What follows belongs to an exercise in optimizing a design on an open flow for small area; a production flow would make more cautious choices.
RTL that was checked went through simulation tests only; none was proved equivalent to the original.
Only the layout flow was run in runs 4 and 5; the RTL was not checked for function there.
Power and IR drop assume default switching activity.

==> design.v <==
package rob_cfg_pkg;
  localparam int rob_depth       = 8;
  localparam int rob_index_width = 3;
  typedef logic [rob_index_width-1:0] rob_index_t;
  typedef logic [rob_index_width:0] rob_ptr_t;
endpackage
package rob_entry_pkg;
  localparam int addr_width     = 32;
  localparam int data_width     = 32;
  localparam int reg_addr_width = 5;
  localparam int exc_code_width = 5;
  typedef logic [addr_width-1:0]     addr_t;
  typedef logic [data_width-1:0]     data_t;
  typedef logic [reg_addr_width-1:0] reg_addr_t;
  typedef logic [exc_code_width-1:0] exc_code_t;
  localparam int entry_width = 2 + reg_addr_width + data_width + exc_code_width + addr_width;
  typedef struct packed {
    logic      done;
    logic      reg_write_en;
    reg_addr_t reg_addr;
    data_t     result;
    exc_code_t exc_code;
    addr_t     pc;
  } rob_entry_t;
endpackage
`timescale 1ns/1ps
module rob_ptr_ctrl (
  input  logic                    clk,
  input  logic                    rst,
  input  logic                    write_en,
  input  logic                    read_en,
  input  logic                    commit_en,
  input  logic                    update_en,
  input  logic                    erase_en,
  input  rob_cfg_pkg::rob_index_t update_addr,
  input  rob_cfg_pkg::rob_index_t erase_addr,
  output logic                    can_write,
  output logic                    can_read,
  output logic                    can_commit,
  output rob_cfg_pkg::rob_index_t issue_tag,
  output rob_cfg_pkg::rob_index_t commit_tag,
  output logic [rob_cfg_pkg::rob_depth-1:0] ptr_wr_sel,
  output logic [rob_cfg_pkg::rob_depth-1:0] ptr_wr_hold,
  output logic [rob_cfg_pkg::rob_depth-1:0] ptr_issue_sel,
  output logic [rob_cfg_pkg::rob_depth-1:0] ptr_commit_sel,
  input  logic                    ptr_head_done
);
  localparam int iw    = rob_cfg_pkg::rob_index_width;
  localparam int depth = rob_cfg_pkg::rob_depth;
  rob_cfg_pkg::rob_ptr_t head_ptr;
  rob_cfg_pkg::rob_ptr_t read_ptr;
  rob_cfg_pkg::rob_ptr_t tail_ptr;
  logic empty;
  logic full;
  logic do_alloc;
  logic do_read;
  logic do_commit;
  rob_cfg_pkg::rob_ptr_t   read_next;
  rob_cfg_pkg::rob_ptr_t   erase_tail;
  rob_cfg_pkg::rob_ptr_t   erase_count;
  rob_cfg_pkg::rob_ptr_t   read_dist;
  rob_cfg_pkg::rob_index_t wr_index;
  logic                    wr_en;
  logic                    erase_wrap;
  logic                    pull_back;
  assign empty      = head_ptr == tail_ptr;
  assign full       = (head_ptr[iw-1:0] == tail_ptr[iw-1:0]) && (head_ptr[iw] != tail_ptr[iw]);
  assign can_write  = !full;
  assign can_read   = read_ptr != tail_ptr;
  assign can_commit = !empty && ptr_head_done;
  assign do_alloc  = write_en && can_write && !erase_en;
  assign do_read   = read_en && can_read;
  assign do_commit = commit_en && can_commit;
  assign wr_en    = do_alloc || update_en;
  assign wr_index = do_alloc ? tail_ptr[iw-1:0] : update_addr;
  assign issue_tag  = read_ptr[iw-1:0];
  assign commit_tag = head_ptr[iw-1:0];
  always_comb begin
    for (int i = 0; i < depth; i++) begin
      ptr_wr_sel[i]     = wr_en && (wr_index == i[iw-1:0]);
      ptr_wr_hold[i]    = !ptr_wr_sel[i];
      ptr_issue_sel[i]  = (read_ptr[iw-1:0] == i[iw-1:0]);
      ptr_commit_sel[i] = (head_ptr[iw-1:0] == i[iw-1:0]);
    end
  end
  always_comb begin
    erase_wrap  = (erase_addr >= head_ptr[iw-1:0]) ? head_ptr[iw] : !head_ptr[iw];
    erase_tail  = {erase_wrap, erase_addr};
    erase_count = erase_tail - head_ptr;
    read_next   = read_ptr + rob_cfg_pkg::rob_ptr_t'(do_read);
    read_dist   = read_next - head_ptr;
    pull_back   = read_dist > erase_count;
  end
  always_ff @(posedge clk) begin
    if (!rst) begin
      head_ptr <= '0;
    end else if (do_commit) begin
      head_ptr <= head_ptr + 1'b1;
    end
  end
  always_ff @(posedge clk) begin
    if (!rst) begin
      read_ptr <= '0;
    end else if (erase_en && pull_back) begin
      read_ptr <= erase_tail;
    end else begin
      read_ptr <= read_next;
    end
  end
  always_ff @(posedge clk) begin
    if (!rst) begin
      tail_ptr <= '0;
    end else if (erase_en) begin
      tail_ptr <= erase_tail;
    end else if (do_alloc) begin
      tail_ptr <= tail_ptr + 1'b1;
    end
  end
endmodule
`timescale 1ns/1ps
module rob_slot #(
  parameter int W = 76
) (
  input  logic         clk,
  input  logic [W-1:0] d,
  input  logic         sel,
  input  logic         hold,
  output logic [W-1:0] q
);
  always_ff @(posedge clk) begin
    q <= (d & {W{sel}}) | (q & {W{hold}});
  end
endmodule
module rob_aoi222 #(
  parameter int W = 76
) (
  input  logic [W-1:0] a,
  input  logic [W-1:0] b,
  input  logic [W-1:0] c,
  input  logic         sa,
  input  logic         sb,
  input  logic         sc,
  output logic [W-1:0] y
);
  assign y = ~((a & {W{sa}}) | (b & {W{sb}}) | (c & {W{sc}}));
endmodule
module rob_aoi22 #(
  parameter int W = 76
) (
  input  logic [W-1:0] a,
  input  logic [W-1:0] b,
  input  logic         sa,
  input  logic         sb,
  output logic [W-1:0] y
);
  assign y = ~((a & {W{sa}}) | (b & {W{sb}}));
endmodule
module rob_nand3 #(
  parameter int W = 76
) (
  input  logic [W-1:0] a,
  input  logic [W-1:0] b,
  input  logic [W-1:0] c,
  output logic [W-1:0] y
);
  assign y = ~(a & b & c);
endmodule
module rob_rd_mux #(
  parameter int W = 76
) (
  input  logic [7:0][W-1:0] e,
  input  logic [7:0]        sel,
  output logic [W-1:0]      y
);
  logic [W-1:0] y0, y1, y2;
  rob_aoi222 #(.W(W)) u_g0 (.a(e[0]), .b(e[1]), .c(e[2]), .sa(sel[0]), .sb(sel[1]), .sc(sel[2]), .y(y0));
  rob_aoi222 #(.W(W)) u_g1 (.a(e[3]), .b(e[4]), .c(e[5]), .sa(sel[3]), .sb(sel[4]), .sc(sel[5]), .y(y1));
  rob_aoi22  #(.W(W)) u_g2 (.a(e[6]), .b(e[7]), .sa(sel[6]), .sb(sel[7]), .y(y2));
  rob_nand3  #(.W(W)) u_or (.a(y0), .b(y1), .c(y2), .y(y));
endmodule
module rob_entry_array (
  input  logic                      clk,
  input  logic                      rst,
  input  rob_entry_pkg::rob_entry_t wr_data,
  output rob_entry_pkg::rob_entry_t issue_entry,
  output rob_entry_pkg::rob_entry_t commit_entry,
  input  logic [rob_cfg_pkg::rob_depth-1:0] ptr_wr_sel,
  input  logic [rob_cfg_pkg::rob_depth-1:0] ptr_wr_hold,
  input  logic [rob_cfg_pkg::rob_depth-1:0] ptr_issue_sel,
  input  logic [rob_cfg_pkg::rob_depth-1:0] ptr_commit_sel,
  output logic                      ptr_head_done
);
  localparam int depth = rob_cfg_pkg::rob_depth;
  localparam int ew    = rob_entry_pkg::entry_width;
  localparam int iw    = rob_entry_pkg::exc_code_width + rob_entry_pkg::addr_width;
  logic [depth-1:0][ew-1:0] entries;
  logic [depth-1:0][iw-1:0] issue_words;
  logic [iw-1:0]            issue_low;
  for (genvar i = 0; i < depth; i++) begin : g_slot
    rob_slot #(.W(ew)) u_slot (
      .clk  (clk),
      .d    (wr_data),
      .sel  (ptr_wr_sel[i]),
      .hold (ptr_wr_hold[i]),
      .q    (entries[i])
    );
    assign issue_words[i] = entries[i][iw-1:0];
  end
  rob_rd_mux #(.W(ew)) u_commit_mux (.e(entries),     .sel(ptr_commit_sel), .y(commit_entry));
  rob_rd_mux #(.W(iw)) u_issue_mux  (.e(issue_words), .sel(ptr_issue_sel),  .y(issue_low));
  always_comb begin
    issue_entry          = '0;
    issue_entry.exc_code = issue_low[iw-1:rob_entry_pkg::addr_width];
    issue_entry.pc       = issue_low[rob_entry_pkg::addr_width-1:0];
  end
  assign ptr_head_done = commit_entry.done;
endmodule
`timescale 1ns/1ps
module rob_top (
  input  logic                     clk,
  input  logic                     rst,
  input  logic                     write_en,
  input  logic                     read_en,
  input  logic                     update_en,
  input  logic                     commit_en,
  input  logic                     erase_en,
  input  rob_cfg_pkg::rob_index_t  update_addr,
  input  rob_cfg_pkg::rob_index_t  erase_addr,
  input  logic                     in_done,
  input  logic                     in_reg_write_en,
  input  rob_entry_pkg::reg_addr_t in_reg_addr,
  input  rob_entry_pkg::data_t     in_result,
  input  rob_entry_pkg::exc_code_t in_exc_code,
  input  rob_entry_pkg::addr_t     in_pc,
  output logic                     can_write,
  output logic                     can_read,
  output logic                     can_commit,
  output rob_cfg_pkg::rob_index_t  issue_tag,
  output rob_entry_pkg::addr_t     issue_pc,
  output rob_entry_pkg::exc_code_t issue_exc_code,
  output rob_cfg_pkg::rob_index_t  commit_tag,
  output logic                     commit_reg_write_en,
  output rob_entry_pkg::reg_addr_t commit_reg_addr,
  output rob_entry_pkg::data_t     commit_result,
  output rob_entry_pkg::exc_code_t commit_exc_code,
  output rob_entry_pkg::addr_t     commit_pc
);
  rob_entry_pkg::rob_entry_t wr_data;
  rob_entry_pkg::rob_entry_t issue_entry;
  rob_entry_pkg::rob_entry_t commit_entry;
  logic [rob_cfg_pkg::rob_depth-1:0] ptr_wr_sel;
  logic [rob_cfg_pkg::rob_depth-1:0] ptr_wr_hold;
  logic [rob_cfg_pkg::rob_depth-1:0] ptr_issue_sel;
  logic [rob_cfg_pkg::rob_depth-1:0] ptr_commit_sel;
  logic                    ptr_head_done;
  assign wr_data.done         = in_done;
  assign wr_data.reg_write_en = in_reg_write_en;
  assign wr_data.reg_addr     = in_reg_addr;
  assign wr_data.result       = in_result;
  assign wr_data.exc_code     = in_exc_code;
  assign wr_data.pc           = in_pc;
  rob_ptr_ctrl u_ptr_ctrl (
    .clk         (clk),
    .rst         (rst),
    .write_en    (write_en),
    .read_en     (read_en),
    .commit_en   (commit_en),
    .update_en   (update_en),
    .erase_en    (erase_en),
    .update_addr (update_addr),
    .erase_addr  (erase_addr),
    .can_write   (can_write),
    .can_read    (can_read),
    .can_commit  (can_commit),
    .issue_tag   (issue_tag),
    .commit_tag  (commit_tag),
    .ptr_wr_sel       (ptr_wr_sel),
    .ptr_wr_hold      (ptr_wr_hold),
    .ptr_issue_sel    (ptr_issue_sel),
    .ptr_commit_sel   (ptr_commit_sel),
    .ptr_head_done    (ptr_head_done)
  );
  rob_entry_array u_entry_array (
    .clk          (clk),
    .rst          (rst),
    .wr_data      (wr_data),
    .issue_entry  (issue_entry),
    .commit_entry (commit_entry),
    .ptr_wr_sel       (ptr_wr_sel),
    .ptr_wr_hold      (ptr_wr_hold),
    .ptr_issue_sel    (ptr_issue_sel),
    .ptr_commit_sel   (ptr_commit_sel),
    .ptr_head_done    (ptr_head_done)
  );
  assign issue_pc       = issue_entry.pc;
  assign issue_exc_code = issue_entry.exc_code;
  assign commit_reg_write_en = commit_entry.reg_write_en;
  assign commit_reg_addr     = commit_entry.reg_addr;
  assign commit_result       = commit_entry.result;
  assign commit_exc_code     = commit_entry.exc_code;
  assign commit_pc           = commit_entry.pc;
endmodule
==> run.sh <==
#!/bin/bash
# synth_recipe.tcl (not shown) runs the flow's synth.tcl, then flattens the netlist and writes it again
# the make line also repeats each setting of config.mk as NAME=value (left out here)
make -C /OpenROAD-flow-scripts/flow DESIGN_CONFIG=/design/flow/config.mk WORK_HOME=/design/flow/orfs CLKGATE_MAP_FILE= SYNTH_SCRIPT=/design/flow/synth_recipe.tcl finish
==> config.mk <==
export PLATFORM = sky130hd
export DESIGN_NAME = rob_top
export DESIGN_NICKNAME = rob_top
export VERILOG_FILES = /design/flow/design.v
export SDC_FILE = /design/flow/constraint.sdc
export NUM_CORES = 4
export LEC_CHECK = 0
export CAP_MARGIN = 20
export CORE_MARGIN = 2
export CORE_UTILIZATION = 40
export PLACE_DENSITY = 0.6
export SLEW_MARGIN = 20
export SYNTH_HIERARCHICAL = 1
==> constraint.sdc <==
create_clock -name core_clock -period 5.0 [get_ports {clk}]
set_input_delay 1.0000 -clock core_clock [delete_from_list [all_inputs] [get_ports {clk}]]
set_output_delay 1.0000 -clock core_clock [all_outputs]
set_load 0.01 [all_outputs]
==> flow_metrics.tcl, run 1 <==
set metrics [dict create \
    status "finished clean" \
    drt_iter0_drc 3123 \
    seqCellArea_um2 12400 \
    finalSetupViolCount 0 \
    gr-usage-all-layers 0.269 \
    cp.arrival_ns 3.61 \
    postCtsSetupBuffers 0 \
    routedWlPerCell_um 29.7 \
    root_buffer "clkbuf_16" \
    hold_path.class "reg -> reg" \
    design.die.area_um2 63900 \
    vias_per_cell 6.96 \
    io_pins 210 \
    clkTransAtPathRegs_ns 0.06 \
    ir_worst_vdd_mv 0.329 \
    clock_latency_ns 0.61 \
    fmax_mhz 217 \
    grt_max_degree 77 \
    die_h_um 253 \
    required_ns 4.00 \
    tritoncts "done" \
    die_w_um 253 \
    drive_above_1_share 0.125 \
    multi_input_area_um2 10700 \
    initial_core_util 0.403 \
    synth_area_um2 24800 \
    timing.hold.ws_ns 0.472 \
    tightest_slew_ns 0.937 \
    row_count 91 \
    hpwl_um 48700 \
    slew_headroom 0.374 \
    grt_setup_unrepaired "false" \
    grt_pass1_wl_um 132000 \
    area_growth_pct 17.3 \
    setup_tns_ns 0 \
    cts_buffer_depth 3 \
    first_pass_iters 8 \
    p_leak_nw 11.8 \
    cts-buffers-inserted 67 \
    cp-start-kind "flip-flop" \
    report.final.slew_viol_count 0 \
    cts_htree_levels 3 \
    cts_num_sinks 620 \
    antenna_found_initial 6 \
    grt-ovfl-total 0 \
    vias 20994 \
    fillers 5474 \
    path_max_fanout 37 \
    grt_pass1_vias 21127 \
    routed_wl_um 89600 \
    ant_nets 0 \
    maxCapViolCount 0 \
    fin_nets 2286 \
    hold_viol_final 0 \
    syn_nets 2191 \
    cts_hold_buf 0 \
    cts_resized 0 \
    powerDensity_nw_per_um2 591 \
    io_buffer_count 209 \
    yosys_warnings 9 \
    syn_avg_cell_area_um2 11.9 \
    syn_inst 2081 \
    core-area_um2 61500 \
    crit_type "reg -> out" \
    crit_path_end_kind "output pin" \
    fin_crit_sh 0.922 \
    finalWeightedCongestion 0.816 \
    period_minus_slack_ns 4.61 \
    drc 0 \
    finClkSkew_ns 0.0160 \
]
[area by class of cell]
cell class / instances / area share
sequential: 620 / 0.427
multi-input combinational: 1203 / 0.370
timing repair buffer: 269 / 0.0922
clock buffer: 92 / 0.0657
tap: 790 / 0.0340
clock inverter: 23 / 0.00913
inverter: 15 / 0.00194
antenna: 3 / 0.000258
[placed cells by master, fill, tap and decap left out, types with 12 or more instances in the layout]
master             n
clkbuf_16         67
buf_4             49
dfxtp_1          620
a222oi_1         226
ha_1              17
a22o_1           608
a22oi_2           80
inv_1             12
clkbuf_8          14
a22oi_1           33
nand3_1          117
clkdlybuf4s50_1  209
[state kept, by name, indices dropped and copies added (netlist names)]
name / flops
u_entry_array.g_slot.u_slot.q: 608
u_ptr_ctrl.tail_ptr: 4
u_ptr_ctrl.head_ptr: 4
u_ptr_ctrl.read_ptr: 4
[path summary, 6_finish.rpt]
check                                                    start                                            to  slack [ns]  cells past startpoint
setup / recovery           u_ptr_ctrl.head_ptr[2]$_SDFFE_PN0P_                                  commit_pc[1]        0.39                      6
hold / removal    u_entry_array.g_slot[3].u_slot.q[44]$_DFF_P_  u_entry_array.g_slot[3].u_slot.q[44]$_DFF_P_        0.47                      1
setup reg to reg           u_ptr_ctrl.head_ptr[2]$_SDFFE_PN0P_  u_entry_array.g_slot[5].u_slot.q[44]$_DFF_P_        1.12                      7
hold reg to reg   u_entry_array.g_slot[3].u_slot.q[44]$_DFF_P_  u_entry_array.g_slot[3].u_slot.q[44]$_DFF_P_        0.47                      1
[where the power goes]
part	internal, mW	switching, mW	total, mW
Combinational	2.51	2.35	4.86
Sequential	6.33	1.02	7.35
Clock	2.93	2.05	4.98
Total	11.8	5.42	17.2
[layer usage]
layer,wire length [µm],vias up,track usage
li1,-,8852,-
met1,36400,10603,0.345
met2,41900,1307,0.436
met3,8330,226,0.0567
met4,3030,6,0.118
met5,34,-,0
[critical path, cell delays in order (launching register included)]
cell             delay [ns]
dfxtp_1                0.73
inv_1                  0.27
ha_4                   0.44
buf_4                  0.34
a222oi_1               0.39
nand3_1                0.27
clkdlybuf4s50_1        0.55
[per-stage QoR]
| stage | power [mW] | setup slack, ns | cells | area [µm²] | util |
|---|---|---|---|---|---|
| floorplan | 9.98 | 1.44 | 2081 | 24800 | - |
| global placement | 12.0 | 0.860 | 2897 | 26900 | 0.437 |
| detailed placement | 12.2 | 0.888 | 2897 | 26900 | 0.437 |
| CTS | 17.2 | 0.367 | 3012 | 29100 | 0.473 |
| global route | 17.9 | 0.252 | 3014 | 29100 | 0.473 |
| finish | 17.2 | 0.389 | 3015 | 29100 | 0.473 |
==> run 2: changes to the inputs <==
--- a/design.v
+++ b/design.v
@@ -156,4 +156,15 @@
   assign y = ~((a & {W{sa}}) | (b & {W{sb}}));
 endmodule
+module rob_fin (
+  input  logic y0,
+  input  logic y1,
+  input  logic a,
+  input  logic b,
+  input  logic sa,
+  input  logic sb,
+  output logic y
+);
+  assign y = ~(y0 & y1 & ~((a & sa) | (b & sb)));
+endmodule
 module rob_nand3 #(
   parameter int W = 76
@@ -173,9 +184,10 @@
   output logic [W-1:0]      y
 );
-  logic [W-1:0] y0, y1, y2;
-  rob_aoi222 #(.W(W)) u_g0 (.a(e[0]), .b(e[1]), .c(e[2]), .sa(sel[0]), .sb(sel[1]), .sc(sel[2]), .y(y0));
-  rob_aoi222 #(.W(W)) u_g1 (.a(e[3]), .b(e[4]), .c(e[5]), .sa(sel[3]), .sb(sel[4]), .sc(sel[5]), .y(y1));
-  rob_aoi22  #(.W(W)) u_g2 (.a(e[6]), .b(e[7]), .sa(sel[6]), .sb(sel[7]), .y(y2));
-  rob_nand3  #(.W(W)) u_or (.a(y0), .b(y1), .c(y2), .y(y));
+  for (genvar b = 0; b < W; b++) begin : g_bit
+    logic y0, y1, y2;
+    rob_aoi222 #(.W(1)) u_g0 (.a(e[0][b]), .b(e[1][b]), .c(e[2][b]), .sa(sel[0]), .sb(sel[1]), .sc(sel[2]), .y(y0));
+    rob_aoi222 #(.W(1)) u_g1 (.a(e[3][b]), .b(e[4][b]), .c(e[5][b]), .sa(sel[3]), .sb(sel[4]), .sc(sel[5]), .y(y1));
+    rob_fin u_or (.y0(y0), .y1(y1), .a(e[6][b]), .b(e[7][b]), .sa(sel[6]), .sb(sel[7]), .y(y[b]));
+  end
 endmodule
 module rob_entry_array (
==> run 2 against run 1 <==
Compared with the run above: synthesized area fell by 4.4%; wire length fell by 0.58%; utilization rose by 1.9 points; sequential power fell by 0.8%; non-clock buffer count fell by 1; clock-buffer cell count rose by 7; fmax fell by 2.5%; critical endpoint is now can_commit.
==> flow_metrics.tcl, run 2 <==
set metrics [dict create \
    cts_resized 0 \
    setup_tns_ns 0 \
    required_ns 4.00 \
    finalWeightedCongestion 0.830 \
    synth_area_um2 23700 \
    maxCapViolCount 0 \
    cts_htree_levels 3 \
    period_minus_slack_ns 4.73 \
    vias 21078 \
    grt_pass1_wl_um 131000 \
    reg2reg_depth 7 \
    powerDensity_nw_per_um2 601 \
    crit_path_end_kind "output pin" \
    place_ws_ns 0.842 \
    hpwl_um 47900 \
    drive_above_1_share 0.0887 \
    power.total_mw 17.4 \
    status "finished clean" \
    cp-start-kind "flip-flop" \
    cts_buffer_depth 3 \
    regMostFlops "u_entry_array.g_slot.u_slot.q" \
    fin_util 0.492 \
    postCtsSetupBuffers 0 \
    area_growth_pct 22.1 \
    syn_avg_cell_area_um2 11.9 \
    p_leak_nw 11.9 \
    drc 0 \
    grt_max_degree 77 \
    crit_type "reg -> out" \
    grt_pass1_vias 20878 \
    ir_worst_vdd_mv 0.272 \
    root_buffer "clkbuf_16" \
    place_area_um2 26600 \
    place_inst 2878 \
    path_cells "inv_1 > ha_1 > nor2b_4 > a222oi_1 > nand3_1 > inv_1 > a31oi_1 > clkdlybuf4s50_1" \
    finClkSkew_ns 0.0195 \
    timing.hold.ws_ns 0.470 \
    antenna_found_initial 8 \
    stdcell_count 2998 \
    io_pins 210 \
    row_count 89 \
    cts_num_sinks 620 \
    most-common-layout-cells "dfxtp_1 (620), a22o_1 (608), a222oi_1 (226)" \
    slew_headroom 0.400 \
    vias_per_cell 7.03 \
    finalSetupViolCount 0 \
    crit_top_cell "inv_1" \
    core-area_um2 58800 \
    tightest_slew_ns 0.898 \
    routed_wl_um 89100 \
    cp.arrival_ns 3.73 \
    fin_nets 2284 \
    tritoncts "done" \
    clock_latency_ns 0.60 \
    layout_setup_ws_ns 0.271 \
    first_pass_iters 12 \
    fin_crit_sh 0.946 \
    gr-usage-all-layers 0.279 \
    critPathMaxStageDelay_ns 0.75 \
    yosys_warnings 9 \
    finalInstanceArea_um2 28900 \
    hold_path.class "reg -> reg" \
    fillers 5225 \
    cts-buffers-inserted 66 \
    routedWlPerCell_um 29.7 \
    design.die.area_um2 61200 \
    clkTransAtPathRegs_ns 0.06 \
    report.final.slew_viol_count 0 \
    io_buffer_count 209 \
    drt_iter0_drc 3938 \
    min_path_cells 1 \
    crit_slowest_cell "nor2b_4" \
    cts_hold_buf 0 \
    fmax_mhz 211 \
    mostFrequentLayoutCell "dfxtp_1" \
    hold_viol_final 0 \
    die_w_um 247 \
    initial_core_util 0.403 \
    die_h_um 247 \
    largest_reg_flops 608 \
    grt-ovfl-total 0 \
    syn_inst 1985 \
    ant_nets 0 \
    grt_setup_unrepaired "false" \
    path_max_fanout 20 \
    syn_nets 2095 \
]
run 2: worst max-delay path, delay by kind of cell, from the launching register on:
| kind | cells | cell delay, ns |
|---|---|---|
| and+or+nand+nor | 2 | 1.06 |
| DFF | 1 | 0.38 |
| AOI/OAI and AO/OA | 2 | 0.48 |
| buffers and inverters | 3 | 0.96 |
| adders and majority gates | 1 | 0.25 |
run 2: report_power, final:
group	internal (mW)	switching [mW]	total (mW)
registers	6.32	0.968	7.29
logic	2.53	2.37	4.90
clock network	3.12	2.05	5.17
total	12.0	5.39	17.4
run 2: area by class of cell:
type                            instances  area (µm²)  share of cell area
Clock buffer                           99        2030              0.0703
Sequential cell                       620       12400               0.429
Clock inverter                         17         254             0.00879
Timing Repair Buffer                  268        2830              0.0978
Antenna cell                            3        7.51            0.000260
Inverter                               15        56.3             0.00195
Tap cell                              773         967              0.0335
Multi-Input combinational cell       1203       10300               0.358
run 2: final timing paths:
check,from,end,slack (ns)
hold reg to reg,u_entry_array.g_slot[0].u_slot.q[39]$_DFF_P_,u_entry_array.g_slot[0].u_slot.q[39]$_DFF_P_,0.47
setup / recovery,u_ptr_ctrl.head_ptr[1]$_SDFFE_PN0P_,can_commit,0.27
setup reg to reg,u_ptr_ctrl.head_ptr[2]$_SDFFE_PN0P_,u_entry_array.g_slot[5].u_slot.q[46]$_DFF_P_,1.05
hold / removal,u_entry_array.g_slot[0].u_slot.q[39]$_DFF_P_,u_entry_array.g_slot[0].u_slot.q[39]$_DFF_P_,0.47
run 2: per-layer routing:
layer	GRT usage	share of wire	routed length, µm	vias up
li1	-	-	-	8858
met1	0.381	0.41	36400	10538
met2	0.426	0.44	39500	1460
met3	0.0692	0.12	10700	210
met4	0.106	0.027	2390	12
met5	0	0.00095	85	-
==> run 3: changes to the inputs <==
==> flow/run.sh (new file) <==
#!/bin/bash
# the standard layout, with two changes:
#  - ports are buffered with the smallest buffer instead of clkdlybuf4s50_1
#  - clock tree: large sink clusters on clkbuf_16, no dummy loads
export BUFFER_PORTS_ARGS="-buffer_cell sky130_fd_sc_hd__buf_1"
export CTS_ARGS="-sink_clustering_enable -repair_clock_nets -dont_use_dummy_load -sink_clustering_size 30 -sink_clustering_max_diameter 80 -buf_list sky130_fd_sc_hd__clkbuf_16"
bash standard.sh > standard.log 2>&1
==> standard.sh (new file) <==
#!/bin/bash
# synth_recipe.tcl (not shown) runs the flow's synth.tcl, then flattens the netlist and writes it again
# the make line also repeats each setting of config.mk as NAME=value (left out here)
make -C /OpenROAD-flow-scripts/flow DESIGN_CONFIG=/design/flow/config.mk WORK_HOME=/design/flow/orfs CLKGATE_MAP_FILE= SYNTH_SCRIPT=/design/flow/synth_recipe.tcl "${@:-finish}"
--- a/config.mk
+++ b/config.mk
@@ -8,6 +8,6 @@
 export CAP_MARGIN = 20
 export CORE_MARGIN = 2
-export CORE_UTILIZATION = 40
-export PLACE_DENSITY = 0.6
+export CORE_UTILIZATION = 60
+export PLACE_DENSITY = 0.7
 export SLEW_MARGIN = 20
 export SYNTH_HIERARCHICAL = 1
removed: run.sh
==> run 3 against run 2 <==
Compared with the run above: fmax is 8.7% higher; register-to-register slack better by 0.13 ns; worst setup slack better by 0.38 ns; combinational power is 18% lower; clock-buffer cell count is 71 lower; global-route usage is 8.4 points higher; final cell count is 12% lower; flip-flop and latch count stayed put; clock skew is 0.014 ns higher; non-clock buffer count is 20 lower; clock power is 51% lower.
==> flow_metrics.tcl, run 3 <==
set metrics [dict create \
    hpwl_um 41500 \
    grt_pass1_wl_um 118000 \
    clkTransAtPathRegs_ns 0.08 \
    cts_hold_buf 0 \
    fin_nets 2226 \
    period_minus_slack_ns 4.35 \
    area_growth_pct 7.42 \
    drive_above_1_share 0.0482 \
    gr-usage-all-layers 0.363 \
    crit_path_end_kind "output pin" \
    finClkSkew_ns 0.0336 \
    tritoncts "done" \
    report.final.slew_viol_count 0 \
    cts_buffer_depth 3 \
    drc 0 \
    crit_type "reg -> out" \
    finalWeightedCongestion 0.813 \
    layout_setup_ws_ns 0.649 \
    syn_inst 1985 \
    clock_latency_ns 0.61 \
    synth_area_um2 23700 \
    vias_per_cell 7.77 \
    hold_viol_final 0 \
    powerDensity_nw_per_um2 544 \
    tightest_slew_ns 1.17 \
    grt-ovfl-total 0 \
    die_w_um 203 \
    p_int_mw 9.13 \
    min_to "u_entry_array.g_slot[4].u_slot.q[46]$_DFF_P_" \
    cp-start-kind "flip-flop" \
    p_comb_frac 0.292 \
    vias 20468 \
    reg2reg_depth 15 \
    cts_resized 0 \
    grt_setup_unrepaired "false" \
    initial_core_util 0.610 \
    syn_avg_cell_area_um2 11.9 \
    required_ns 4.00 \
    setup_tns_ns 0 \
    maxCapViolCount 0 \
    crit_slowest_cell "nor2b_4" \
    path_max_fanout 31 \
    yosys_warnings 9 \
    grt_max_degree 77 \
    path_cells "inv_1 > ha_1 > nor2b_4 > buf_4 > a222oi_1 > nand3_1 > buf_1" \
    core-area_um2 38800 \
    swShare 0.341 \
    min_path_cells 1 \
    critPathMaxStageDelay_ns 0.72 \
    fin_crit_sh 0.870 \
    finalSetupViolCount 0 \
    ant_nets 0 \
    switchingPower_mw 4.72 \
    mostFrequentLayoutCell "dfxtp_1" \
    cp.arrival_ns 3.35 \
    cts-buffers-inserted 28 \
    hold_path.class "reg -> reg" \
    seqPwrFrac 0.526 \
    min_from "u_entry_array.g_slot[4].u_slot.q[46]$_DFF_P_" \
    drt_iter0_drc 3811 \
    crit-reg2reg-launch "u_ptr_ctrl.tail_ptr[2]$_SDFFE_PN0P_" \
    r2r-end "u_ptr_ctrl.read_ptr[0]$_SDFF_PN0_" \
    design.die.area_um2 41100 \
    first_pass_iters 11 \
    p_leak_nw 10.4 \
    antenna_found_initial 3 \
    postCtsSetupBuffers 0 \
    place_ws_ns 1.11 \
    fin_util 0.655 \
    slew_headroom 0.221 \
    routedWlPerCell_um 29.7 \
    cts_num_sinks 620 \
    root_buffer "clkbuf_16" \
    grt_pass1_vias 19808 \
    die_h_um 203 \
    rrSetupSlack_ns 1.18 \
    status "finished clean" \
    p_clk_frac 0.182 \
    syn_nets 2095 \
    io_buffer_count 209 \
    ir_worst_vdd_mv 0.423 \
    row_count 72 \
    io_pins 210 \
    fmax_mhz 230 \
    most-common-layout-cells "dfxtp_1 (620), a22o_1 (608), a222oi_1 (226)" \
    routed_wl_um 78100 \
    cts_htree_levels 1 \
    regMostFlops "u_entry_array.g_slot.u_slot.q" \
    largest_reg_flops 608 \
]
==> run 3: cell count changes in the layout (fill, tap and decap cells not counted), sizes merged <==
cell	change
clkdlybuf4s50	-209
clkbuf	-71
inv	-5
clkinv	-6
bufinv	-6
diode	-2
buf	+189
==> run 3: worst max-delay path by stage <==
stage,start,end,slack [ns],cells past startpoint
global placement,read_en,u_ptr_ctrl.read_ptr[1]$_SDFF_PN0_,1.27,14
detailed placement,read_en,u_ptr_ctrl.read_ptr[1]$_SDFF_PN0_,1.11,14
floorplan,u_ptr_ctrl.head_ptr[1]$_SDFFE_PN0P_,can_commit,0.04,8
finish,u_ptr_ctrl.head_ptr[1]$_SDFFE_PN0P_,commit_pc[27],0.65,7
CTS,u_ptr_ctrl.head_ptr[1]$_SDFFE_PN0P_,commit_pc[27],0.73,7
global route,u_ptr_ctrl.head_ptr[1]$_SDFFE_PN0P_,commit_pc[21],0.55,7
==> run 3: metrics by stage <==
stage	instance area, µm²	power, mW	hold WS (ns)	instances
finish	25400	13.8	0.477	2633
global route	25400	14.4	0.488	2633
CTS	25400	13.7	0.479	2632
detailed placement	24700	11.3	0.454	2604
global placement	24700	11.1	0.451	2604
floorplan	23700	9.74	0.439	1985
==> run 3: final cells by class <==
type                            instances  area [µm²]
Clock buffer                           28         701
Tap cell                              518         648
Inverter                               15        60.1
Timing Repair Buffer                  248        1260
Sequential cell                       620       12400
Multi-Input combinational cell       1203       10300
Fill cell                            3080       13400
Antenna cell                            1        2.50
==> run 3: critical path, delay by kind of cell (launching register included) <==
family,cells,cell delay (ns)
buffers and inverters,3,1.03
and+or+nand+nor,2,0.92
DFF,1,0.38
adders and majority gates,1,0.25
AOI/OAI and AO/OA,1,0.17
==> run 3: layer usage <==
layer  vias up  wire [µm]  GRT usage
met3       182       8870     0.0666
met1     10127      31500      0.503
met2      1481      35300      0.570
li1       8674          -          -
met5         -         24          0
met4         4       2460      0.129
==> run 3: power groups by stage <==
stage | logic [mW] | clock network (mW) | registers (mW)
2_1_floorplan | 2.68 | 0 | 7.06
4_1_cts | 3.98 | 2.53 | 7.23
3_3_place_gp | 3.85 | 0 | 7.26
5_1_grt | 4.31 | 2.70 | 7.42
6_report | 4.04 | 2.52 | 7.29
3_5_place_dp | 3.96 | 0 | 7.31
==> run 4: changes to the inputs <==
--- a/design.v
+++ b/design.v
@@ -48,71 +48,70 @@
   localparam int iw    = rob_cfg_pkg::rob_index_width;
   localparam int depth = rob_cfg_pkg::rob_depth;
-  rob_cfg_pkg::rob_ptr_t head_ptr;
-  rob_cfg_pkg::rob_ptr_t read_ptr;
-  rob_cfg_pkg::rob_ptr_t tail_ptr;
+  rob_cfg_pkg::rob_index_t head;
+  rob_cfg_pkg::rob_index_t tail;
+  rob_cfg_pkg::rob_index_t rdp;
+  logic                    full;
+  logic                    all_issued;
   logic empty;
-  logic full;
   logic do_alloc;
   logic do_read;
   logic do_commit;
-  rob_cfg_pkg::rob_ptr_t   read_next;
-  rob_cfg_pkg::rob_ptr_t   erase_tail;
-  rob_cfg_pkg::rob_ptr_t   erase_count;
-  rob_cfg_pkg::rob_ptr_t   read_dist;
+  logic wr_en;
   rob_cfg_pkg::rob_index_t wr_index;
-  logic                    wr_en;
-  logic                    erase_wrap;
-  logic                    pull_back;
-  assign empty      = head_ptr == tail_ptr;
-  assign full       = (head_ptr[iw-1:0] == tail_ptr[iw-1:0]) && (head_ptr[iw] != tail_ptr[iw]);
+  rob_cfg_pkg::rob_index_t rd_inc;
+  rob_cfg_pkg::rob_index_t issued;      
+  rob_cfg_pkg::rob_index_t keep;        
+  logic [iw:0]             issued_nx;   
+  logic                    all_full;    
+  logic                    pull_back;   
+  logic                    reach_cut;   
+  assign empty      = (head == tail) && !full;
   assign can_write  = !full;
-  assign can_read   = read_ptr != tail_ptr;
+  assign can_read   = !all_issued;
   assign can_commit = !empty && ptr_head_done;
-  assign do_alloc  = write_en && can_write && !erase_en;
-  assign do_read   = read_en && can_read;
+  assign do_alloc  = write_en && !full && !erase_en;
+  assign do_read   = read_en && !all_issued;
   assign do_commit = commit_en && can_commit;
   assign wr_en    = do_alloc || update_en;
-  assign wr_index = do_alloc ? tail_ptr[iw-1:0] : update_addr;
-  assign issue_tag  = read_ptr[iw-1:0];
-  assign commit_tag = head_ptr[iw-1:0];
+  assign wr_index = do_alloc ? tail : update_addr;
+  assign issue_tag  = rdp;
+  assign commit_tag = head;
   always_comb begin
     for (int i = 0; i < depth; i++) begin
       ptr_wr_sel[i]     = wr_en && (wr_index == i[iw-1:0]);
       ptr_wr_hold[i]    = !ptr_wr_sel[i];
-      ptr_issue_sel[i]  = (read_ptr[iw-1:0] == i[iw-1:0]);
-      ptr_commit_sel[i] = (head_ptr[iw-1:0] == i[iw-1:0]);
+      ptr_issue_sel[i]  = (rdp == i[iw-1:0]);
+      ptr_commit_sel[i] = (head == i[iw-1:0]);
     end
   end
   always_comb begin
-    erase_wrap  = (erase_addr >= head_ptr[iw-1:0]) ? head_ptr[iw] : !head_ptr[iw];
-    erase_tail  = {erase_wrap, erase_addr};
-    erase_count = erase_tail - head_ptr;
-    read_next   = read_ptr + rob_cfg_pkg::rob_ptr_t'(do_read);
-    read_dist   = read_next - head_ptr;
-    pull_back   = read_dist > erase_count;
+    rd_inc    = rdp + rob_cfg_pkg::rob_index_t'(do_read);
+    issued    = rdp - head;
+    keep      = erase_addr - head;
+    all_full  = full && all_issued;
+    issued_nx = {1'b0, issued} + {{iw{1'b0}}, do_read};
+    pull_back = all_full || (issued_nx > {1'b0, keep});
+    reach_cut = all_full || (issued_nx >= {1'b0, keep});
   end
   always_ff @(posedge clk) begin
     if (!rst) begin
-      head_ptr <= '0;
-    end else if (do_commit) begin
-      head_ptr <= head_ptr + 1'b1;
-    end
-  end
-  always_ff @(posedge clk) begin
-    if (!rst) begin
-      read_ptr <= '0;
-    end else if (erase_en && pull_back) begin
-      read_ptr <= erase_tail;
+      head       <= '0;
+      tail       <= '0;
+      rdp        <= '0;
+      full       <= 1'b0;
+      all_issued <= 1'b1;
     end else begin
-      read_ptr <= read_next;
-    end
-  end
-  always_ff @(posedge clk) begin
-    if (!rst) begin
-      tail_ptr <= '0;
-    end else if (erase_en) begin
-      tail_ptr <= erase_tail;
-    end else if (do_alloc) begin
-      tail_ptr <= tail_ptr + 1'b1;
+      head <= head + rob_cfg_pkg::rob_index_t'(do_commit);
+      if (erase_en) begin
+        tail       <= erase_addr;
+        rdp        <= pull_back ? erase_addr : rd_inc;
+        full       <= 1'b0;
+        all_issued <= reach_cut;
+      end else begin
+        tail       <= tail + rob_cfg_pkg::rob_index_t'(do_alloc);
+        rdp        <= rd_inc;
+        full       <= !do_commit && (full || (do_alloc && (tail + 1'b1 == head)));
+        all_issued <= all_issued ? !do_alloc : (do_read && !do_alloc && (rd_inc == tail));
+      end
     end
   end
--- a/config.mk
+++ b/config.mk
@@ -6,8 +6,8 @@
 export NUM_CORES = 4
 export LEC_CHECK = 0
-export CAP_MARGIN = 20
+export CAP_MARGIN = 5
 export CORE_MARGIN = 2
 export CORE_UTILIZATION = 60
 export PLACE_DENSITY = 0.7
-export SLEW_MARGIN = 20
+export SLEW_MARGIN = 5
 export SYNTH_HIERARCHICAL = 1
==> run 4 against run 3 <==
Compared with the run above: design area shrank 0.97%; utilization shrank 0.18 points; die area shrank 1.1%; wire length shrank 2.3%; critical path type unchanged; highest routed layer unchanged.
==> flow_metrics.tcl, run 4 <==
set metrics [dict create \
    cts_htree_levels 1 \
    hold_path.class "reg -> reg" \
    cts-buffers-inserted 29 \
    required_ns 4.00 \
    crit_path_end_kind "output pin" \
    tritoncts "done" \
    finClkSkew_ns 0.0612 \
    syn_nets 2058 \
    clock_latency_ns 0.62 \
    gr-usage-all-layers 0.357 \
    synth_area_um2 23400 \
    crit-reg2reg-launch "u_ptr_ctrl.head[1]$_SDFF_PN0_" \
    stdcell_count 2611 \
    p_leak_nw 10.3 \
    period_minus_slack_ns 4.34 \
    io_buffer_count 209 \
    largest_reg_flops 608 \
    cp.arrival_ns 3.34 \
    maxCapViolCount 0 \
    setup_tns_ns 0 \
    grt_setup_unrepaired "false" \
    timing.critical_path.to "can_commit" \
    area_growth_pct 7.57 \
    cts_hold_buf 0 \
    grt_pass1_wl_um 116000 \
    place_inst 2577 \
    tightest_slew_ns 1.31 \
    mostFrequentLayoutCell "dfxtp_1" \
    root_buffer "clkbuf_16" \
    initial_core_util 0.607 \
    die_h_um 202 \
    syn_avg_cell_area_um2 12.0 \
    grt-ovfl-total 0 \
    r2r-end "u_ptr_ctrl.head[2]$_SDFF_PN0_" \
    fmax_mhz 230 \
    syn_inst 1955 \
    cts_resized 0 \
    hpwl_um 40500 \
    antenna_found_initial 7 \
    vias 20259 \
    finalWeightedCongestion 0.806 \
    routedWlPerCell_um 29.2 \
    cts_buffer_depth 3 \
    vias_per_cell 7.76 \
    powerDensity_nw_per_um2 521 \
    first_pass_iters 15 \
    drive_above_1_share 0.0484 \
    finalSetupViolCount 0 \
    core-area_um2 38600 \
    die_w_um 202 \
    grt_pass1_vias 19948 \
    hold_viol_final 0 \
    design.die.area_um2 40600 \
    slew_headroom 0.122 \
    fin_crit_sh 0.869 \
    regMostFlops "u_entry_array.g_slot.u_slot.q" \
    cp-start-kind "flip-flop" \
    ir_worst_vdd_mv 0.382 \
    ant_nets 0 \
    reg2reg_depth 10 \
    yosys_warnings 9 \
    cts_num_sinks 619 \
    row_count 72 \
    rrSetupSlack_ns 1.52 \
    postCtsSetupBuffers 0 \
    drc 0 \
    report.final.slew_viol_count 0 \
    fin_nets 2193 \
    grt_max_degree 77 \
    io_pins 210 \
    drt_iter0_drc 3681 \
    crit_path_start "u_ptr_ctrl.head[1]$_SDFF_PN0_" \
    crit_type "reg -> out" \
    status "finished clean" \
    clkTransAtPathRegs_ns 0.08 \
    most-common-layout-cells "dfxtp_1 (619), a22o_1 (608), a222oi_1 (226)" \
    routed_wl_um 76400 \
    path_max_fanout 76 \
]
==> run 4: cell types whose count changed in the layout (fill, tap and decap cells not counted), sizes merged, moves of 3 or more <==
| cell | previous run | this run |
|---|---|---|
| a21oi | 8 | 2 |
| and2 | 10 | 7 |
| and3 | 1 | 4 |
| buf | 248 | 242 |
| clkinv | 3 | 0 |
| diode | 1 | 5 |
| ha | 19 | 12 |
| nand2 | 9 | 18 |
| nand2b | 2 | 5 |
| nand4 | 4 | 0 |
| nor2 | 7 | 12 |
| nor2b | 10 | 4 |
| nor3 | 2 | 7 |
| xor2 | 11 | 7 |
==> run 4: how the worst min path moves through the flow <==
stage / from / to / slack, ns / depth (start not counted)
2_1_floorplan: u_entry_array.g_slot[0].u_slot.q[37]$_DFF_P_ / u_entry_array.g_slot[0].u_slot.q[37]$_DFF_P_ / 0.44 / 1
3_3_place_gp: u_entry_array.g_slot[0].u_slot.q[49]$_DFF_P_ / u_entry_array.g_slot[0].u_slot.q[49]$_DFF_P_ / 0.45 / 1
3_5_place_dp: u_entry_array.g_slot[0].u_slot.q[70]$_DFF_P_ / u_entry_array.g_slot[0].u_slot.q[70]$_DFF_P_ / 0.45 / 1
4_1_cts: u_entry_array.g_slot[4].u_slot.q[51]$_DFF_P_ / u_entry_array.g_slot[4].u_slot.q[51]$_DFF_P_ / 0.48 / 1
5_1_grt: u_entry_array.g_slot[5].u_slot.q[51]$_DFF_P_ / u_entry_array.g_slot[5].u_slot.q[51]$_DFF_P_ / 0.49 / 1
6_report: u_entry_array.g_slot[3].u_slot.q[48]$_DFF_P_ / u_entry_array.g_slot[3].u_slot.q[48]$_DFF_P_ / 0.47 / 1
==> run 4: power breakdown <==
group / internal [mW] / switching (mW)
Combinational: 1.55 / 1.79
Clock: 1.03 / 1.51
Sequential: 6.29 / 0.961
Total: 8.87 / 4.26
==> run 4: per-layer routing <==
| metal | GRT usage | share of wire | up-vias |
|---|---|---|---|
| met4 | 0.139 | 0.027 | 6 |
| met1 | 0.485 | 0.41 | 10150 |
| li1 | - | - | 8585 |
| met5 | 0 | 0.00030 | - |
| met2 | 0.571 | 0.47 | 1340 |
| met3 | 0.0622 | 0.10 | 178 |
==> run 4: per-stage QoR <==
stage	util	hold slack [ns]	total power [mW]	setup WS [ns]	cell area, µm²
floorplan	-	0.439	9.29	0.145	23400
global placement	0.634	0.451	10.4	1.12	24500
detailed placement	0.634	0.452	10.5	1.06	24500
CTS	0.653	0.477	13.0	0.719	25200
global route	0.653	0.486	13.7	0.505	25200
finish	0.653	0.472	13.1	0.655	25200
==> run 4: worst max-delay path, stage by stage (launching register included) <==
cell and delay, ns:
dfxtp_1 0.79, inv_1 0.33, nor3b_4 0.28, buf_12 0.41, a222oi_1 0.21, nand3_1 0.27
o41a_1 0.25, buf_1 0.16
==> run 4: layout make-up <==
type,count,area (µm²)
inverter,12,45.0
tap,518,648
sequential,619,12400
fill,3124,13400
clock buffer,29,726
antenna,5,12.5
timing repair buffer,242,1190
multi-input combinational,1186,10200
==> run 5: changes to the inputs <==
==> flow/run.sh (replaced) <==
#!/bin/bash
# the standard layout, with two changes:
#  - ports are buffered with the smallest buffer instead of clkdlybuf4s50_1
#  - clock tree: large sink clusters on clkbuf_16, no dummy loads
export BUFFER_PORTS_ARGS="-buffer_cell sky130_fd_sc_hd__buf_1"
export CTS_ARGS="-sink_clustering_enable -repair_clock_nets -dont_use_dummy_load -sink_clustering_size 34 -sink_clustering_max_diameter 80 -buf_list sky130_fd_sc_hd__clkbuf_16"
bash standard.sh > standard.log 2>&1
--- a/config.mk
+++ b/config.mk
@@ -8,6 +8,6 @@
 export CAP_MARGIN = 5
 export CORE_MARGIN = 2
-export CORE_UTILIZATION = 60
-export PLACE_DENSITY = 0.7
+export CORE_UTILIZATION = 70
+export PLACE_DENSITY = 0.8
 export SLEW_MARGIN = 5
 export SYNTH_HIERARCHICAL = 1
==> run 5 against run 4 <==
Compared with the run above: critical endpoint is now commit_result[16]; utilization rose by 11 points; non-clock buffer count up 5; worst setup slack lost 0.087 ns; sequential share of layout area rose by 0.42 points; design area decreased by 0.84%; highest routed layer unchanged.
==> flow_metrics.tcl, run 5 <==
set metrics [dict create \
    path_max_fanout 23 \
    routedWlPerCell_um 29.1 \
    syn_nets 2058 \
    grt_max_degree 77 \
    grt_setup_unrepaired "false" \
    io_buffer_count 209 \
    grt_pass1_vias 20028 \
    min_to "u_entry_array.g_slot[5].u_slot.q[48]$_DFF_P_" \
    min_path_cells 1 \
    fin_crit_sh 0.886 \
    finalSetupViolCount 0 \
    finalWeightedCongestion 0.855 \
    yosys_warnings 9 \
    regMostFlops "u_entry_array.g_slot.u_slot.q" \
    drc 0 \
    maxCapViolCount 0 \
    status "finished clean" \
    rrSetupSlack_ns 1.53 \
    initial_core_util 0.716 \
    first_pass_iters 13 \
    tightest_slew_ns 1.25 \
    crit-reg2reg-launch "u_ptr_ctrl.head[1]$_SDFF_PN0_" \
    dr.max_layer_used "met5" \
    seqPwrFrac 0.561 \
    seqCellArea_um2 12400 \
    io_pins 210 \
    p_leak_nw 10.3 \
    setup_tns_ns 0 \
    wl_met1_um 28300 \
    drt_iter0_drc 4214 \
    wl_met2_um 33000 \
    cp.arrival_ns 3.43 \
    ant_nets 0 \
    most-common-layout-cells "dfxtp_1 (619), a22o_1 (608), a222oi_1 (226)" \
    report.final.slew_viol_count 0 \
    routed_wl_um 73700 \
    vias 20702 \
    vias_per_cell 8.17 \
    fillers 2203 \
    syn_avg_cell_area_um2 12.0 \
    row_count 66 \
    cts_resized 0 \
    grt-ovfl-total 0 \
    period_minus_slack_ns 4.43 \
    crit_path_end_kind "output pin" \
    p_int_mw 8.74 \
    antenna_found_initial 6 \
    multi_input_area_um2 10200 \
    layout_setup_ws_ns 0.568 \
    cp-start-kind "flip-flop" \
    root_buffer "clkbuf_16" \
    switchingPower_mw 4.20 \
    fmax_mhz 226 \
    timing.hold.ws_ns 0.479 \
    clkTransAtPathRegs_ns 0.09 \
    drive_above_1_share 0.0479 \
    cts_htree_levels 1 \
    powerDensity_nw_per_um2 518 \
    mostFrequentLayoutCell "dfxtp_1" \
    crit_type "reg -> out" \
    slew_headroom 0.168 \
    reg2reg_depth 10 \
    synth_area_um2 23400 \
    area_growth_pct 6.66 \
    cts_hold_buf 0 \
    largest_reg_flops 608 \
    die_h_um 187 \
    cts-buffers-inserted 25 \
    die_w_um 187 \
    grt_pass1_wl_um 113000 \
    p_clk_frac 0.182 \
    design.die.area_um2 34900 \
    fin_nets 2194 \
    ir_worst_vdd_mv 0.507 \
    min_from "u_entry_array.g_slot[5].u_slot.q[48]$_DFF_P_" \
    finClkSkew_ns 0.0692 \
    hold_path.class "reg -> reg" \
    cts_buffer_depth 3 \
    tritoncts "done" \
    cts_num_sinks 619 \
    postCtsSetupBuffers 0 \
    core-area_um2 32700 \
    clock_latency_ns 0.59 \
    r2r-end "u_ptr_ctrl.head[2]$_SDFF_PN0_" \
    syn_inst 1955 \
    gr-usage-all-layers 0.399 \
    place_ws_ns 1.22 \
    dr_wl_met3_um 9130 \
    swShare 0.325 \
    required_ns 4.00 \
    p_comb_frac 0.257 \
    hpwl_um 38700 \
    hold_viol_final 0 \
]
run 5: layout make-up:
class                      count  area share
antenna                        4    0.000401
clock buffer                  25      0.0250
inverter                      12     0.00180
multi-input combinational   1186       0.407
sequential                   619       0.496
tap                          442      0.0221
timing repair buffer         247      0.0473
run 5: per-stage QoR:
stage	utilization	instances	cell area [µm²]	power (mW)
2_1_floorplan	-	1955	23400	9.29
3_3_place_gp	0.744	2506	24300	10.4
3_5_place_dp	0.744	2506	24300	10.5
4_1_cts	0.763	2531	25000	12.8
5_1_grt	0.764	2534	25000	13.4
6_report	0.764	2535	25000	12.9
run 5: how the worst max path moves through the flow:
stage / start / endpoint / slack [ns] / cells after the start
floorplan: u_ptr_ctrl.head[2]$_SDFF_PN0_ / can_commit / 0.14 / 7
global placement: erase_en / u_entry_array.g_slot[2].u_slot.q[32]$_DFF_P_ / 1.32 / 6
detailed placement: erase_en / u_entry_array.g_slot[3].u_slot.q[44]$_DFF_P_ / 1.22 / 7
CTS: u_ptr_ctrl.head[1]$_SDFF_PN0_ / commit_result[16] / 0.69 / 6
global route: u_ptr_ctrl.head[1]$_SDFF_PN0_ / commit_result[27] / 0.49 / 6
finish: u_ptr_ctrl.head[1]$_SDFF_PN0_ / commit_result[16] / 0.57 / 6
run 5: power by group through the flow:
stage	registers, mW	clock network, mW	logic (mW)
3_3_place_gp	7.22	0	3.13
5_1_grt	7.38	2.53	3.50
6_report	7.26	2.35	3.32
3_5_place_dp	7.28	0	3.22
4_1_cts	7.20	2.36	3.23
2_1_floorplan	7.03	0	2.26
run 5: per-layer routing:
metal,GRT usage,vias to the layer above
met5,0,-
met4,0.188,4
met3,0.0726,268
met2,0.627,1675
met1,0.536,10172
li1,-,8583
run 5: worst max-delay path, cell delays in order, from the launching register on:
cell      delay (ns)
dfxtp_1         0.71
inv_1           0.30
nor3b_4         0.94
buf_4           0.46
a222oi_1        0.16
nand3_1         0.12
buf_1           0.17

-- afterwards: timing with drivers on the ports --
In the flow no input, the clock included, has a driving cell. The finished layouts below were timed again as built, in two steps. Step 1 sets driving cells, clkbuf_16 on the clock port and buf_2 on the other inputs (assumed; they add their load-dependent delay and slew). Step 2, shift: input delay + t, output delay - t, t = (earliest + latest rising clock arrival at the registers) / 2. This alone moves slack from input paths to output paths. a / b / c = no drivers / after step 1 / after step 2; a / b = the first two.
run	shift t [ns]	setup WS [ns]	worst setup path after step 2	clock arrival spread, ns
run 1	0.659	0.389 / 0.326 / 0.855	input to register	0.026 / 0.026
run 2	0.651	0.271 / 0.209 / 0.805	input to register	0.023 / 0.023
run 3	0.651	0.649 / 0.590 / 1.108	input to register	0.038 / 0.038
run 4	0.645	0.655 / 0.595 / 0.953	input to register	0.066 / 0.065
run 5	0.613	0.568 / 0.511 / 1.057	input to register	0.070 / 0.070
After both steps setup and hold are still met in every run listed.
